Context: an optimization exercise on an open-source flow, tuned for small area. The choices shown serve that exercise and are no tape-out recipe. Only simulation tests tie the RTL to the original design; equivalence was not proved. Power and IR drop assume default switching activity.

==> 10-10: inputs <==
// rl_lj_force_accumulator
module rl_lj_force_accumulator #(
  parameter int DATA_WIDTH              = 32,
  parameter int REF_PARTICLE_NUM        = 100,
  parameter int REF_RAM_ADDR_WIDTH      = 7,
  parameter int NEIGHBOR_PARTICLE_NUM   = 100,
  parameter int NEIGHBOR_RAM_ADDR_WIDTH = 7,
  parameter int ACC_WIDTH               = 48,
  parameter int FRAC_BITS               = 24
) (
  input  logic                          clk,
  input  logic                          rst,
  input  logic                          start,
  input  logic                          force_valid,
  input  logic [DATA_WIDTH-1:0]         force_x,
  input  logic [DATA_WIDTH-1:0]         force_y,
  input  logic [DATA_WIDTH-1:0]         force_z,
  input  logic                          pipeline_done,
  output logic [ACC_WIDTH-1:0]          acc_x,
  output logic [ACC_WIDTH-1:0]          acc_y,
  output logic [ACC_WIDTH-1:0]          acc_z,
  output logic [REF_RAM_ADDR_WIDTH-1:0] acc_addr,
  output logic                          acc_wren,
  output logic                          overflow,
  ...
Settings: LEC_CHECK=0, CAP_MARGIN=20, CORE_MARGIN=2, CORE_UTILIZATION=60, CTS_BUF_LIST=sky130_fd_sc_hd__clkbuf_4, SLEW_MARGIN=20; clock period 7.0 ns.
standard.sh (not shown) runs the stock make flow with config.mk's settings and CLKGATE_MAP_FILE= SYNTH_SCRIPT=/design/flow/synth_recipe.tcl, a recipe that flattens the netlist after the stock synthesis.
==> flow/flow/run.sh <==
#!/bin/bash
# The standard layout (standard.sh) with two changes:
#  * synthesis maps the logic with an area-oriented ABC script (flow/area.abc);
#  * the port buffers use the smallest buffer cell, sky130_fd_sc_hd__buf_1.
# Each make run's full output goes to its own log file in the work folder.
set -euo pipefail
export MY_ABC_SCRIPT="$PWD/flow/area.abc"
bash standard.sh "SYNTH_SCRIPT=$PWD/flow/synth.tcl" \
  "BUFFER_PORTS_ARGS=-buffer_cell sky130_fd_sc_hd__buf_1" finish > make_finish.log 2>&1
==> flow/flow/area.abc <==
strash
&get -n
&st
&syn2
&dch -f
&nf -p -a -F 8 -A 8
&put
strash
dch -f
amap -F 4 -A 8
topo
stime -c
buffer -c
upsize -c
dnsize -c
==> flow/flow/synth.tcl <==
# The standard synthesis script (synth_recipe.tcl), except that Yosys's abc call
# uses the area-oriented ABC script in MY_ABC_SCRIPT instead of ORFS's speed script.
proc synth {args} { yosys synth -nofsm -noshare {*}$args }
proc abc {args} {
  set i [lsearch -exact $args -script]
  if { $i >= 0 } { set args [lreplace $args $i [expr {$i + 1}] -script $::env(MY_ABC_SCRIPT)] }
  yosys abc {*}$args
}
source $::env(SCRIPTS_DIR)/synth.tcl
# left out here: clear keep_hierarchy, flatten, clean up, hide names made inside functions, write 1_2_yosys.v
==> inputs of 10-23, as changes to 10-10 <==
--- a/flow/flow/area.abc
+++ b/flow/flow/area.abc
@@ -2,5 +2,4 @@
 &get -n
 &st
-&syn2
 &dch -f
 &nf -p -a -F 8 -A 8
--- a/flow/config.mk
+++ b/flow/config.mk
@@ -8,5 +8,6 @@
 export CAP_MARGIN = 20
 export CORE_MARGIN = 2
-export CORE_UTILIZATION = 60
-export CTS_BUF_LIST = sky130_fd_sc_hd__clkbuf_4
+export CORE_UTILIZATION = 70
+export CTS_BUF_LIST = sky130_fd_sc_hd__clkbuf_8
+export CTS_CLUSTER_SIZE = 12
 export SLEW_MARGIN = 20
==> comparison table <==
| metric | 10-10 | 10-23 |
|---|---|---|
| Total power divided by cell area | 466 nW/um^2 | 482 nW/um^2 |
| Worst path setup slack after routing | 0.584 ns | 0.396 ns |
| Post-synth top area share | 26.1% | 26.0% |
| Number of buffers added by the clock tree synthesis step | 71 | 44 |
| Diodes inserted | 1 | 0 |
| Share of synthesized cell area in and, or, nand and nor gates | 17.3% | 16.1% |
| Reg-to-reg startpoint | u_z.r_r[0] | u_z.a_r[31] |
| Half-perimeter wire length after detailed placement | 47800 microns | 48000 microns |
| Number of nets produced by synthesis | 3045 | 3073 |
| Met3 Use GR | 5.92% | 9.82% |
| IR drop worst, VDD | 226 uV | 406 uV |
| Number of iterations in the first detailed-routing pass | 6 | 12 |
| Proportion of final cell area spent on non-clock buffers | 6.14% | 5.96% |
| Placement row count | 66 | 61 |
| DR vias/cell | 6.00 | 6.58 |
| Run status | timing/DRC/antenna clean | timing/DRC/antenna clean |
| Number of fill cells | 2911 | 1958 |

========
==> maple: inputs <==
Starting RTL as in the previous note.
==> module lj_axis, before the edit <==
module lj_axis (
  input  logic        clk,
  input  logic        accept,         
  input  logic        first,          
  input  logic [31:0] f,
  output logic        sat,            
  output logic        out_of_range,   
  output logic [47:0] acc             
);
  logic [7:0]  e;
  logic [5:0]  r_in, r_r;
  logic        s_r;
  logic [22:0] m_r;
  logic [47:0] wide;
  logic [48:0] a_r, base, t, sum;
  logic        pos, neg;
  assign e = f[30:23];
  always_comb begin
    if (!accept || e <= 8'd102) r_in = 6'd47;
    else if (e >= 8'd150)       r_in = 6'd63;
    else                        r_in = 6'(8'd149 - e);
  end
  always_ff @(posedge clk) begin
    r_r <= r_in;
    s_r <= f[31];
    m_r <= f[22:0];
  end
  assign sat  = r_r[5] & r_r[4];
  assign wide = {1'b0, 1'b1, m_r, 23'd0} >> r_r;
  assign t    = {s_r, s_r, (sat ? {47{1'b1}} : wide[46:0]) ^ {47{s_r}}};
  assign pos = ~a_r[48] & a_r[47];
  assign neg = a_r[48] & (~a_r[47] | (a_r[46:0] == 47'd0));
  assign out_of_range = pos | neg;
  assign acc  = pos ? {1'b0, {47{1'b1}}} : neg ? {1'b1, {46{1'b0}}, 1'b1} : a_r[47:0];
  assign base = first ? 49'd0 : {acc[47], acc};
  lj_add #(.N(49)) u_add (.a(base), .b(t), .cin(s_r), .s(sum));
  always_ff @(posedge clk) a_r <= sum;
endmodule
export LEC_CHECK = 0
export CAP_MARGIN = 20
export CORE_MARGIN = 2
export CORE_UTILIZATION = 60
export CTS_BUF_LIST = sky130_fd_sc_hd__clkbuf_4
export SLEW_MARGIN = 20
create_clock -name core_clock -period 7.0 [get_ports {clk}]
==> flow/flow/area.abc <==
strash
&get -n
&st
&syn2
&dch -f
&nf -p -a -F 8 -A 8
&put
strash
dch -f
amap -F 4 -A 8
topo
stime -c
dnsize -c
Scripts as last shown in full above: flow/flow/run.sh, flow/flow/synth.tcl
==> amber (differences from maple) <==
--- a/flow/design.v
+++ b/flow/design.v
@@ -118,5 +118,5 @@
   assign sat  = r_r[5] & r_r[4];
   assign wide = {1'b0, 1'b1, m_r, 23'd0} >> r_r;
-  assign t    = {s_r, s_r, (sat ? {47{1'b1}} : wide[46:0]) ^ {47{s_r}}};
+  assign t    = {s_r, s_r, wide[46:0] ^ {47{s_r ^ sat}}};
   assign pos = ~a_r[48] & a_r[47];
   assign neg = a_r[48] & (~a_r[47] | (a_r[46:0] == 47'd0));
==> flow/flow/run.sh (replaced) <==
#!/bin/bash
# The standard layout (standard.sh) with these changes:
#  * synthesis maps the logic with an area-oriented ABC script (flow/area.abc)
#    and without ORFS's adder-cell extraction (flow/synth.tcl);
#  * the port buffers use the smallest buffer cell, sky130_fd_sc_hd__buf_1;
#  * clock tree synthesis uses clkbuf_4 with small sink clusters and no dummy loads.
# The make run's full output goes to its own log file in the work folder.
set -euo pipefail
export MY_ABC_SCRIPT="$PWD/flow/area.abc"
bash standard.sh "SYNTH_SCRIPT=$PWD/flow/synth.tcl" \
  "BUFFER_PORTS_ARGS=-buffer_cell sky130_fd_sc_hd__buf_1" \
  "CTS_ARGS=-sink_clustering_enable -repair_clock_nets -sink_clustering_size 8 -sink_clustering_max_diameter 50 -buf_list sky130_fd_sc_hd__clkbuf_4 -dont_use_dummy_load" \
  finish > make_finish.log 2>&1
==> flow/flow/area.abc (replaced) <==
strash
dch -f
amap
strash
dch -f
amap
strash
dch -f
amap
topo
stime -c
buffer -c
upsize -c
dnsize -c
==> flow/flow/synth.tcl (replaced) <==
# The standard synthesis script (synth_recipe.tcl) with two changes:
#  * Yosys's abc call uses the area-oriented ABC script in MY_ABC_SCRIPT instead of
#    ORFS's speed script;
#  * ORFS's extract_fa step (full/half-adder cell extraction) is skipped, so ABC maps
#    the adder logic together with the rest.
proc synth {args} { yosys synth -nofsm -noshare {*}$args }
proc abc {args} {
  set i [lsearch -exact $args -script]
  if { $i >= 0 } { set args [lreplace $args $i [expr {$i + 1}] -script $::env(MY_ABC_SCRIPT)] }
  yosys abc {*}$args
}
proc extract_fa {args} { puts "extract_fa skipped" }
source $::env(SCRIPTS_DIR)/synth.tcl
# left out here: clear keep_hierarchy, flatten, clean up, hide names made inside functions, write 1_2_yosys.v
Settings changed: CTS_CLUSTER_DIAMETER set to 50, CTS_CLUSTER_SIZE set to 8.
==> sierra (differences from maple) <==
==> flow/flow/area.abc (replaced) <==
strash
&get -n
&st
&dch -f
&nf -p -a -F 8 -A 8
&put
strash
dch -f
amap -F 4 -A 8
topo
stime -c
buffer -c
upsize -c
dnsize -c
==> run summary <==
- sierra produced a clean layout. amber produced a layout that fails on setup timing. maple completed without violations.
- Design area, lowest first: amber, maple, sierra.
- Synthesized cell count, highest first: amber, sierra, maple.
- Of amber and sierra, amber has the higher core utilization (gap 2.2 points).
- The highest wire length belongs to maple, the lowest to amber.
- Die area: sierra is larger than amber (7.0%).
- Sequential power: sierra is larger than amber (about 2%).
- The highest first-iteration DRC count belongs to maple, the lowest to sierra.

========
==> inputs of exp/nickel <==
==> flow/design.v <==
`timescale 1ns/1ps
module rl_lj_force_accumulator #(
  parameter int DATA_WIDTH              = 32,
  parameter int REF_PARTICLE_NUM        = 100,
  parameter int REF_RAM_ADDR_WIDTH      = 7,
  parameter int NEIGHBOR_PARTICLE_NUM   = 100,
  parameter int NEIGHBOR_RAM_ADDR_WIDTH = 7,
  parameter int ACC_WIDTH               = 48,
  parameter int FRAC_BITS               = 24
) (
  input  logic                          clk,
  input  logic                          rst,
  input  logic                          start,
  input  logic                          force_valid,
  input  logic [DATA_WIDTH-1:0]         force_x,
  input  logic [DATA_WIDTH-1:0]         force_y,
  input  logic [DATA_WIDTH-1:0]         force_z,
  input  logic                          pipeline_done,
  output logic [ACC_WIDTH-1:0]          acc_x,
  output logic [ACC_WIDTH-1:0]          acc_y,
  output logic [ACC_WIDTH-1:0]          acc_z,
  output logic [REF_RAM_ADDR_WIDTH-1:0] acc_addr,
  output logic                          acc_wren,
  output logic                          overflow,
  output logic                          count_error,
  output logic                          done
);
  localparam logic [NEIGHBOR_RAM_ADDR_WIDTH-1:0] NBR_LAST =
    NEIGHBOR_RAM_ADDR_WIDTH'(NEIGHBOR_PARTICLE_NUM - 1);
  localparam logic [REF_RAM_ADDR_WIDTH-1:0] REF_LAST =
    REF_RAM_ADDR_WIDTH'(REF_PARTICLE_NUM - 1);
  logic                               run_r;
  logic [NEIGHBOR_RAM_ADDR_WIDTH-1:0] nbr_r;
  logic [REF_RAM_ADDR_WIDTH-1:0]      wref_r;
  logic                               v_r, first_r, last_r, chk_r;
  logic                               wren_r, ovf_r, cerr_r, done_r;
  logic                               accept, early, nbr_last;
  logic [2:0]                         sat_c, sum_o;
  logic [ACC_WIDTH-1:0]               clamped [3];
  assign accept   = run_r & force_valid & ~pipeline_done;
  assign early    = run_r & pipeline_done;
  assign nbr_last = (nbr_r == NBR_LAST);
  lj_axis u_x (.clk, .accept, .first(first_r), .f(force_x), .sat(sat_c[0]),
               .out_of_range(sum_o[0]), .acc(clamped[0]));
  lj_axis u_y (.clk, .accept, .first(first_r), .f(force_y), .sat(sat_c[1]),
               .out_of_range(sum_o[1]), .acc(clamped[1]));
  lj_axis u_z (.clk, .accept, .first(first_r), .f(force_z), .sat(sat_c[2]),
               .out_of_range(sum_o[2]), .acc(clamped[2]));
  always_ff @(posedge clk) begin
    if (rst || start) begin
      run_r   <= !rst;
      nbr_r   <= '0;
      wref_r  <= '0;
      v_r     <= 1'b0;
      first_r <= 1'b0;
      last_r  <= 1'b0;
      chk_r   <= 1'b0;
      wren_r  <= 1'b0;
      ovf_r   <= 1'b0;
      cerr_r  <= 1'b0;
      done_r  <= 1'b0;
    end else begin
      v_r     <= accept;
      first_r <= accept & (nbr_r == '0);
      last_r  <= accept & nbr_last;
      chk_r   <= v_r & ~early;
      wren_r  <= v_r & last_r & ~early;
      ovf_r   <= overflow | (v_r & ~early & (|sat_c));
      cerr_r  <= cerr_r | early;
      done_r  <= early | (wren_r & (wref_r == REF_LAST));
      wref_r  <= wref_r + REF_RAM_ADDR_WIDTH'(wren_r);
      if (early) begin
        run_r <= 1'b0;
      end else if (accept) begin
        if (nbr_last) begin
          nbr_r <= '0;
          if (wref_r == REF_LAST) run_r <= 1'b0;
        end else begin
          nbr_r <= nbr_r + 1'b1;
        end
      end
    end
  end
  assign acc_x       = clamped[0];
  assign acc_y       = clamped[1];
  assign acc_z       = clamped[2];
  assign acc_addr    = wref_r;
  assign acc_wren    = wren_r;
  assign overflow    = ovf_r | (chk_r & (|sum_o));
  assign count_error = cerr_r;
  assign done        = done_r;
endmodule
module lj_axis (
  input  logic        clk,
  input  logic        accept,         
  input  logic        first,          
  input  logic [31:0] f,
  output logic        sat,            
  output logic        out_of_range,   
  output logic [47:0] acc             
);
  logic [7:0]  e;
  logic [5:0]  r_in, r_r;
  logic        s_r;
  logic [22:0] m_r;
  logic [47:0] wide;
  logic [48:0] a_r, base, t, sum;
  logic        pos, neg;
  assign e = f[30:23];
  always_comb begin
    if (!accept || e <= 8'd102) r_in = 6'd47;
    else if (e >= 8'd150)       r_in = 6'd63;
    else                        r_in = 6'(8'd149 - e);
  end
  always_ff @(posedge clk) begin
    r_r <= r_in;
    s_r <= f[31];
    m_r <= f[22:0];
  end
  assign sat  = r_r[5] & r_r[4];
  assign wide = {1'b0, 1'b1, m_r, 23'd0} >> r_r;
  assign t    = {s_r, s_r, (sat ? {47{1'b1}} : wide[46:0]) ^ {47{s_r}}};
  assign pos = ~a_r[48] & a_r[47];
  assign neg = a_r[48] & (~a_r[47] | (a_r[46:0] == 47'd0));
  assign out_of_range = pos | neg;
  assign acc  = pos ? {1'b0, {47{1'b1}}} : neg ? {1'b1, {46{1'b0}}, 1'b1} : a_r[47:0];
  assign base = first ? 49'd0 : {acc[47], acc};
  lj_add #(.N(49)) u_add (.a(base), .b(t), .cin(s_r), .s(sum));
  always_ff @(posedge clk) a_r <= sum;
endmodule
module lj_add #(parameter int N = 49) (
  input  logic [N-1:0] a,
  input  logic [N-1:0] b,
  input  logic         cin,
  output logic [N-1:0] s
);
  localparam int M = N + 1;
  localparam int L = 6;   
  logic [M-1:0] g, p;
  logic [M-1:0] gg [0:2*L];
  logic [M-1:0] pp [0:2*L];
  always_comb begin
    g = {a & b, cin};
    p = {a ^ b, 1'b0};
    gg[0] = g;
    pp[0] = p;
    for (int l = 0; l < L; l++) begin
      gg[l+1] = gg[l];
      pp[l+1] = pp[l];
      for (int i = 0; i < M; i++)
        if (((i + 1) % (2 << l)) == 0) begin
          gg[l+1][i] = gg[l][i] | (pp[l][i] & gg[l][i - (1 << l)]);
          pp[l+1][i] = pp[l][i] & pp[l][i - (1 << l)];
        end
    end
    for (int l = L - 2; l >= 0; l--) begin
      gg[2*L-1-l] = gg[2*L-2-l];
      pp[2*L-1-l] = pp[2*L-2-l];
      for (int i = 0; i < M; i++)
        if (((i + 1) % (2 << l)) == (1 << l) && i >= (2 << l)) begin
          gg[2*L-1-l][i] = gg[2*L-2-l][i] | (pp[2*L-2-l][i] & gg[2*L-2-l][i - (1 << l)]);
          pp[2*L-1-l][i] = pp[2*L-2-l][i] & pp[2*L-2-l][i - (1 << l)];
        end
    end
    for (int i = 0; i < N; i++) s[i] = p[i+1] ^ gg[2*L-1][i];
  end
endmodule
==> flow/run.sh <==
#!/bin/bash
# synth_recipe.tcl (not shown) runs the flow's synth.tcl, then flattens the netlist and writes it again
# the make line also repeats each setting of config.mk as NAME=value (left out here)
make -C /OpenROAD-flow-scripts/flow DESIGN_CONFIG=/design/flow/config.mk WORK_HOME=/design/flow/orfs CLKGATE_MAP_FILE= SYNTH_SCRIPT=/design/flow/synth_recipe.tcl finish
==> flow/config.mk <==
export PLATFORM = sky130hd
export DESIGN_NAME = rl_lj_force_accumulator
export DESIGN_NICKNAME = rl_lj_force_accumulator
export VERILOG_FILES = /design/flow/design.v
export SDC_FILE = /design/flow/constraint.sdc
export NUM_CORES = 4
export LEC_CHECK = 0
export CAP_MARGIN = 20
export CORE_MARGIN = 2
export CORE_UTILIZATION = 60
export CTS_BUF_LIST = sky130_fd_sc_hd__clkbuf_2 sky130_fd_sc_hd__clkbuf_4
export CTS_CLUSTER_SIZE = 40
export SLEW_MARGIN = 20
==> flow/constraint.sdc <==
create_clock -name core_clock -period 7.0 [get_ports {clk}]
set_input_delay 1.4000 -clock core_clock [delete_from_list [all_inputs] [get_ports {clk}]]
set_output_delay 1.4000 -clock core_clock [all_outputs]
set_load 0.01 [all_outputs]
==> exp/juniper (differences from exp/nickel) <==
--- a/flow/design.v
+++ b/flow/design.v
@@ -32,7 +32,7 @@
   logic                               run_r;
   logic [NEIGHBOR_RAM_ADDR_WIDTH-1:0] nbr_r;
   logic [REF_RAM_ADDR_WIDTH-1:0]      wref_r;
-  logic                               v_r, first_r, last_r, chk_r;
+  logic                               v_r, chk_r, first, last;
   logic                               wren_r, ovf_r, cerr_r, done_r;
   logic                               accept, early, nbr_last;
   logic [2:0]                         sat_c, sum_o;
@@ -40,11 +40,13 @@
   assign accept   = run_r & force_valid & ~pipeline_done;
   assign early    = run_r & pipeline_done;
   assign nbr_last = (nbr_r == NBR_LAST);
-  lj_axis u_x (.clk, .accept, .first(first_r), .f(force_x), .sat(sat_c[0]),
+  assign first    = v_r & (nbr_r == NEIGHBOR_RAM_ADDR_WIDTH'(1));
+  assign last     = v_r & (nbr_r == '0);
+  lj_axis u_x (.clk, .accept, .first(first), .f(force_x), .sat(sat_c[0]),
                .out_of_range(sum_o[0]), .acc(clamped[0]));
-  lj_axis u_y (.clk, .accept, .first(first_r), .f(force_y), .sat(sat_c[1]),
+  lj_axis u_y (.clk, .accept, .first(first), .f(force_y), .sat(sat_c[1]),
                .out_of_range(sum_o[1]), .acc(clamped[1]));
-  lj_axis u_z (.clk, .accept, .first(first_r), .f(force_z), .sat(sat_c[2]),
+  lj_axis u_z (.clk, .accept, .first(first), .f(force_z), .sat(sat_c[2]),
                .out_of_range(sum_o[2]), .acc(clamped[2]));
   always_ff @(posedge clk) begin
     if (rst || start) begin
@@ -52,8 +54,6 @@
       nbr_r   <= '0;
       wref_r  <= '0;
       v_r     <= 1'b0;
-      first_r <= 1'b0;
-      last_r  <= 1'b0;
       chk_r   <= 1'b0;
       wren_r  <= 1'b0;
       ovf_r   <= 1'b0;
@@ -61,10 +61,8 @@
       done_r  <= 1'b0;
     end else begin
       v_r     <= accept;
-      first_r <= accept & (nbr_r == '0);
-      last_r  <= accept & nbr_last;
       chk_r   <= v_r & ~early;
-      wren_r  <= v_r & last_r & ~early;
+      wren_r  <= last & ~early;
       ovf_r   <= overflow | (v_r & ~early & (|sat_c));
       cerr_r  <= cerr_r | early;
       done_r  <= early | (wren_r & (wref_r == REF_LAST));
@@ -119,7 +117,7 @@
   end
   assign sat  = r_r[5] & r_r[4];
   assign wide = {1'b0, 1'b1, m_r, 23'd0} >> r_r;
-  assign t    = {s_r, s_r, (sat ? {47{1'b1}} : wide[46:0]) ^ {47{s_r}}};
+  assign t    = {s_r, s_r, wide[46:0] ^ {47{s_r ^ sat}}};
   assign pos = ~a_r[48] & a_r[47];
   assign neg = a_r[48] & (~a_r[47] | (a_r[46:0] == 47'd0));
   assign out_of_range = pos | neg;
==> flow/flow/run.sh (new file) <==
#!/bin/bash
# The standard layout (standard.sh) with these changes:
#  * synthesis maps the logic with an area-oriented ABC script (flow/area.abc)
#    and without ORFS's adder-cell extraction (flow/synth.tcl);
#  * the port buffers use the smallest buffer cell, sky130_fd_sc_hd__buf_1;
#  * clock tree synthesis uses clkbuf_4 with small sink clusters and no dummy loads.
# The make run's full output goes to its own log file in the work folder.
set -euo pipefail
export MY_ABC_SCRIPT="$PWD/flow/area.abc"
bash standard.sh "SYNTH_SCRIPT=$PWD/flow/synth.tcl" \
  "BUFFER_PORTS_ARGS=-buffer_cell sky130_fd_sc_hd__buf_1" \
  "CTS_ARGS=-sink_clustering_enable -repair_clock_nets -sink_clustering_size 8 -sink_clustering_max_diameter 50 -buf_list sky130_fd_sc_hd__clkbuf_4 -dont_use_dummy_load" \
  finish > make_finish.log 2>&1
==> flow/flow/area.abc (new file) <==
strash
dch -f
amap
strash
dch -f
amap -F 4 -A 8
topo
stime -c
buffer -c
upsize -c
dnsize -c
==> flow/flow/synth.tcl (new file) <==
# The standard synthesis script (synth_recipe.tcl) with two changes:
#  * Yosys's abc call uses the area-oriented ABC script in MY_ABC_SCRIPT instead of
#    ORFS's speed script;
#  * ORFS's extract_fa step (full/half-adder cell extraction) is skipped, so ABC maps
#    the adder logic together with the rest.
proc synth {args} { yosys synth -nofsm -noshare {*}$args }
proc abc {args} {
  set i [lsearch -exact $args -script]
  if { $i >= 0 } { set args [lreplace $args $i [expr {$i + 1}] -script $::env(MY_ABC_SCRIPT)] }
  yosys abc {*}$args
}
proc extract_fa {args} { puts "extract_fa skipped" }
source $::env(SCRIPTS_DIR)/synth.tcl
# left out here: clear keep_hierarchy, flatten, clean up, hide names made inside functions, write 1_2_yosys.v
==> flow/standard.sh (new file) <==
#!/bin/bash
# synth_recipe.tcl (not shown) runs the flow's synth.tcl, then flattens the netlist and writes it again
# the make line also repeats each setting of config.mk as NAME=value (left out here)
make -C /OpenROAD-flow-scripts/flow DESIGN_CONFIG=/design/flow/config.mk WORK_HOME=/design/flow/orfs CLKGATE_MAP_FILE= SYNTH_SCRIPT=/design/flow/synth_recipe.tcl "${@:-finish}"
Settings changed: CTS_BUF_LIST sky130_fd_sc_hd__clkbuf_2 sky130_fd_sc_hd__clkbuf_4 to sky130_fd_sc_hd__clkbuf_4, CTS_CLUSTER_DIAMETER set to 50, CTS_CLUSTER_SIZE 40 to 8.
removed: flow/run.sh
==> exp/violet (differences from exp/nickel) <==
Settings changed: CORE_UTILIZATION 60 to 40, CTS_BUF_LIST sky130_fd_sc_hd__clkbuf_2 sky130_fd_sc_hd__clkbuf_4 to unset, CTS_CLUSTER_SIZE 40 to unset.
==> exp/yarrow (differences from exp/nickel) <==
--- a/flow/design.v
+++ b/flow/design.v
@@ -32,7 +32,7 @@
   logic                               run_r;
   logic [NEIGHBOR_RAM_ADDR_WIDTH-1:0] nbr_r;
   logic [REF_RAM_ADDR_WIDTH-1:0]      wref_r;
-  logic                               v_r, first_r, last_r, chk_r;
+  logic                               v_r, chk_r, first, last;
   logic                               wren_r, ovf_r, cerr_r, done_r;
   logic                               accept, early, nbr_last;
   logic [2:0]                         sat_c, sum_o;
@@ -40,11 +40,13 @@
   assign accept   = run_r & force_valid & ~pipeline_done;
   assign early    = run_r & pipeline_done;
   assign nbr_last = (nbr_r == NBR_LAST);
-  lj_axis u_x (.clk, .accept, .first(first_r), .f(force_x), .sat(sat_c[0]),
+  assign first    = v_r & (nbr_r == NEIGHBOR_RAM_ADDR_WIDTH'(1));
+  assign last     = v_r & (nbr_r == '0);
+  lj_axis u_x (.clk, .accept, .first(first), .f(force_x), .sat(sat_c[0]),
                .out_of_range(sum_o[0]), .acc(clamped[0]));
-  lj_axis u_y (.clk, .accept, .first(first_r), .f(force_y), .sat(sat_c[1]),
+  lj_axis u_y (.clk, .accept, .first(first), .f(force_y), .sat(sat_c[1]),
                .out_of_range(sum_o[1]), .acc(clamped[1]));
-  lj_axis u_z (.clk, .accept, .first(first_r), .f(force_z), .sat(sat_c[2]),
+  lj_axis u_z (.clk, .accept, .first(first), .f(force_z), .sat(sat_c[2]),
                .out_of_range(sum_o[2]), .acc(clamped[2]));
   always_ff @(posedge clk) begin
     if (rst || start) begin
@@ -52,8 +54,6 @@
       nbr_r   <= '0;
       wref_r  <= '0;
       v_r     <= 1'b0;
-      first_r <= 1'b0;
-      last_r  <= 1'b0;
       chk_r   <= 1'b0;
       wren_r  <= 1'b0;
       ovf_r   <= 1'b0;
@@ -61,10 +61,8 @@
       done_r  <= 1'b0;
     end else begin
       v_r     <= accept;
-      first_r <= accept & (nbr_r == '0);
-      last_r  <= accept & nbr_last;
       chk_r   <= v_r & ~early;
-      wren_r  <= v_r & last_r & ~early;
+      wren_r  <= last & ~early;
       ovf_r   <= overflow | (v_r & ~early & (|sat_c));
       cerr_r  <= cerr_r | early;
       done_r  <= early | (wren_r & (wref_r == REF_LAST));
@@ -119,7 +117,7 @@
   end
   assign sat  = r_r[5] & r_r[4];
   assign wide = {1'b0, 1'b1, m_r, 23'd0} >> r_r;
-  assign t    = {s_r, s_r, (sat ? {47{1'b1}} : wide[46:0]) ^ {47{s_r}}};
+  assign t    = {s_r, s_r, wide[46:0] ^ {47{s_r ^ sat}}};
   assign pos = ~a_r[48] & a_r[47];
   assign neg = a_r[48] & (~a_r[47] | (a_r[46:0] == 47'd0));
   assign out_of_range = pos | neg;
==> flow/flow/run.sh (new file) <==
#!/bin/bash
# The standard layout (standard.sh) with two changes:
#  * synthesis maps the logic with an area-oriented ABC script (flow/area.abc);
#  * the port buffers use the smallest buffer cell, sky130_fd_sc_hd__buf_1.
# Each make run's full output goes to its own log file in the work folder.
set -euo pipefail
export MY_ABC_SCRIPT="$PWD/flow/area.abc"
bash standard.sh "SYNTH_SCRIPT=$PWD/flow/synth.tcl" \
  "BUFFER_PORTS_ARGS=-buffer_cell sky130_fd_sc_hd__buf_1" finish > make_finish.log 2>&1
==> flow/flow/area.abc (new file) <==
strash
&get -n
&st
&dch -f
&nf -p -a -F 8 -A 8
&put
strash
dch -f
amap -F 4 -A 8 -Q 0.05
topo
stime -c
buffer -c
upsize -c
dnsize -c
==> flow/flow/synth.tcl (new file) <==
# The standard synthesis script (synth_recipe.tcl), except that Yosys's abc call
# uses the area-oriented ABC script in MY_ABC_SCRIPT instead of ORFS's speed script.
proc synth {args} { yosys synth -nofsm -noshare {*}$args }
proc abc {args} {
  set i [lsearch -exact $args -script]
  if { $i >= 0 } { set args [lreplace $args $i [expr {$i + 1}] -script $::env(MY_ABC_SCRIPT)] }
  yosys abc {*}$args
}
source $::env(SCRIPTS_DIR)/synth.tcl
# left out here: clear keep_hierarchy, flatten, clean up, hide names made inside functions, write 1_2_yosys.v
==> flow/standard.sh (new file) <==
#!/bin/bash
# synth_recipe.tcl (not shown) runs the flow's synth.tcl, then flattens the netlist and writes it again
# the make line also repeats each setting of config.mk as NAME=value (left out here)
make -C /OpenROAD-flow-scripts/flow DESIGN_CONFIG=/design/flow/config.mk WORK_HOME=/design/flow/orfs CLKGATE_MAP_FILE= SYNTH_SCRIPT=/design/flow/synth_recipe.tcl "${@:-finish}"
Settings changed: CTS_BUF_LIST sky130_fd_sc_hd__clkbuf_2 sky130_fd_sc_hd__clkbuf_4 to sky130_fd_sc_hd__clkbuf_4, CTS_CLUSTER_DIAMETER set to 50, CTS_CLUSTER_SIZE 40 to 8.
removed: flow/run.sh
==> summary of the runs <==
The highest first-iteration DRC count belongs to exp/juniper, the lowest to exp/violet. The lowest via count belongs to exp/yarrow, the highest to exp/juniper. Against exp/juniper, the synthesized cell count of exp/violet is smaller by about 7%. Against exp/violet, the setup slack of exp/nickel is higher by 40 ps. In exp/yarrow the clock skew is higher than in exp/nickel, by 12 ps. exp/yarrow ran to the end with no violations. exp/violet ran to the end with no violations. exp/nickel completed without violations. exp/juniper went through all stages and came out clean. Critical path depth, highest first: exp/juniper, exp/yarrow, exp/nickel, exp/violet.

separate check: timing with driven ports:
Ports are ideal in the flow. The routed layouts listed here were re-timed in OpenROAD. Step 1: set_driving_cell puts a clkbuf_16 on clk and a buf_2 on each other input, an assumption about the parent block. Step 2 also shifts input and output timing later by t, the mid clock arrival at the registers, as if the neighbouring blocks saw the same clock. Three values: no drivers, after step 1, after step 2; two values: the first two.
| run | shift t [ns] | setup WS [ns] | worst setup path after step 2 | clock arrival spread, ns | cell pins on the clock port's net |
|---|---|---|---|---|---|
| 10-10 | 0.802 | 0.584 / 0.584 / 0.584 | register to register | 0.051 / 0.051 | 1 |
| 10-23 | 0.647 | 0.396 / 0.396 / 0.396 | register to register | 0.050 / 0.050 | 1 |
| maple | 0.801 | 0.375 / 0.375 / 0.375 | register to register | 0.051 / 0.051 | 1 |
| amber | 0.770 | -0.096 / -0.096 / -0.096 | register to register | 0.095 / 0.094 | 1 |
| sierra | 0.796 | 0.525 / 0.525 / 0.525 | register to register | 0.072 / 0.072 | 1 |
| exp/nickel | 0.829 | 0.940 / 0.940 / 0.940 | register to register | 0.061 / 0.061 | 1 |
| exp/juniper | 0.747 | 0.265 / 0.265 / 0.265 | register to register | 0.058 / 0.058 | 1 |
| exp/violet | 0.655 | 0.900 / 0.900 / 0.900 | register to register | 0.036 / 0.035 | 1 |
| exp/yarrow | 0.816 | 0.762 / 0.762 / 0.762 | register to register | 0.070 / 0.070 | 1 |
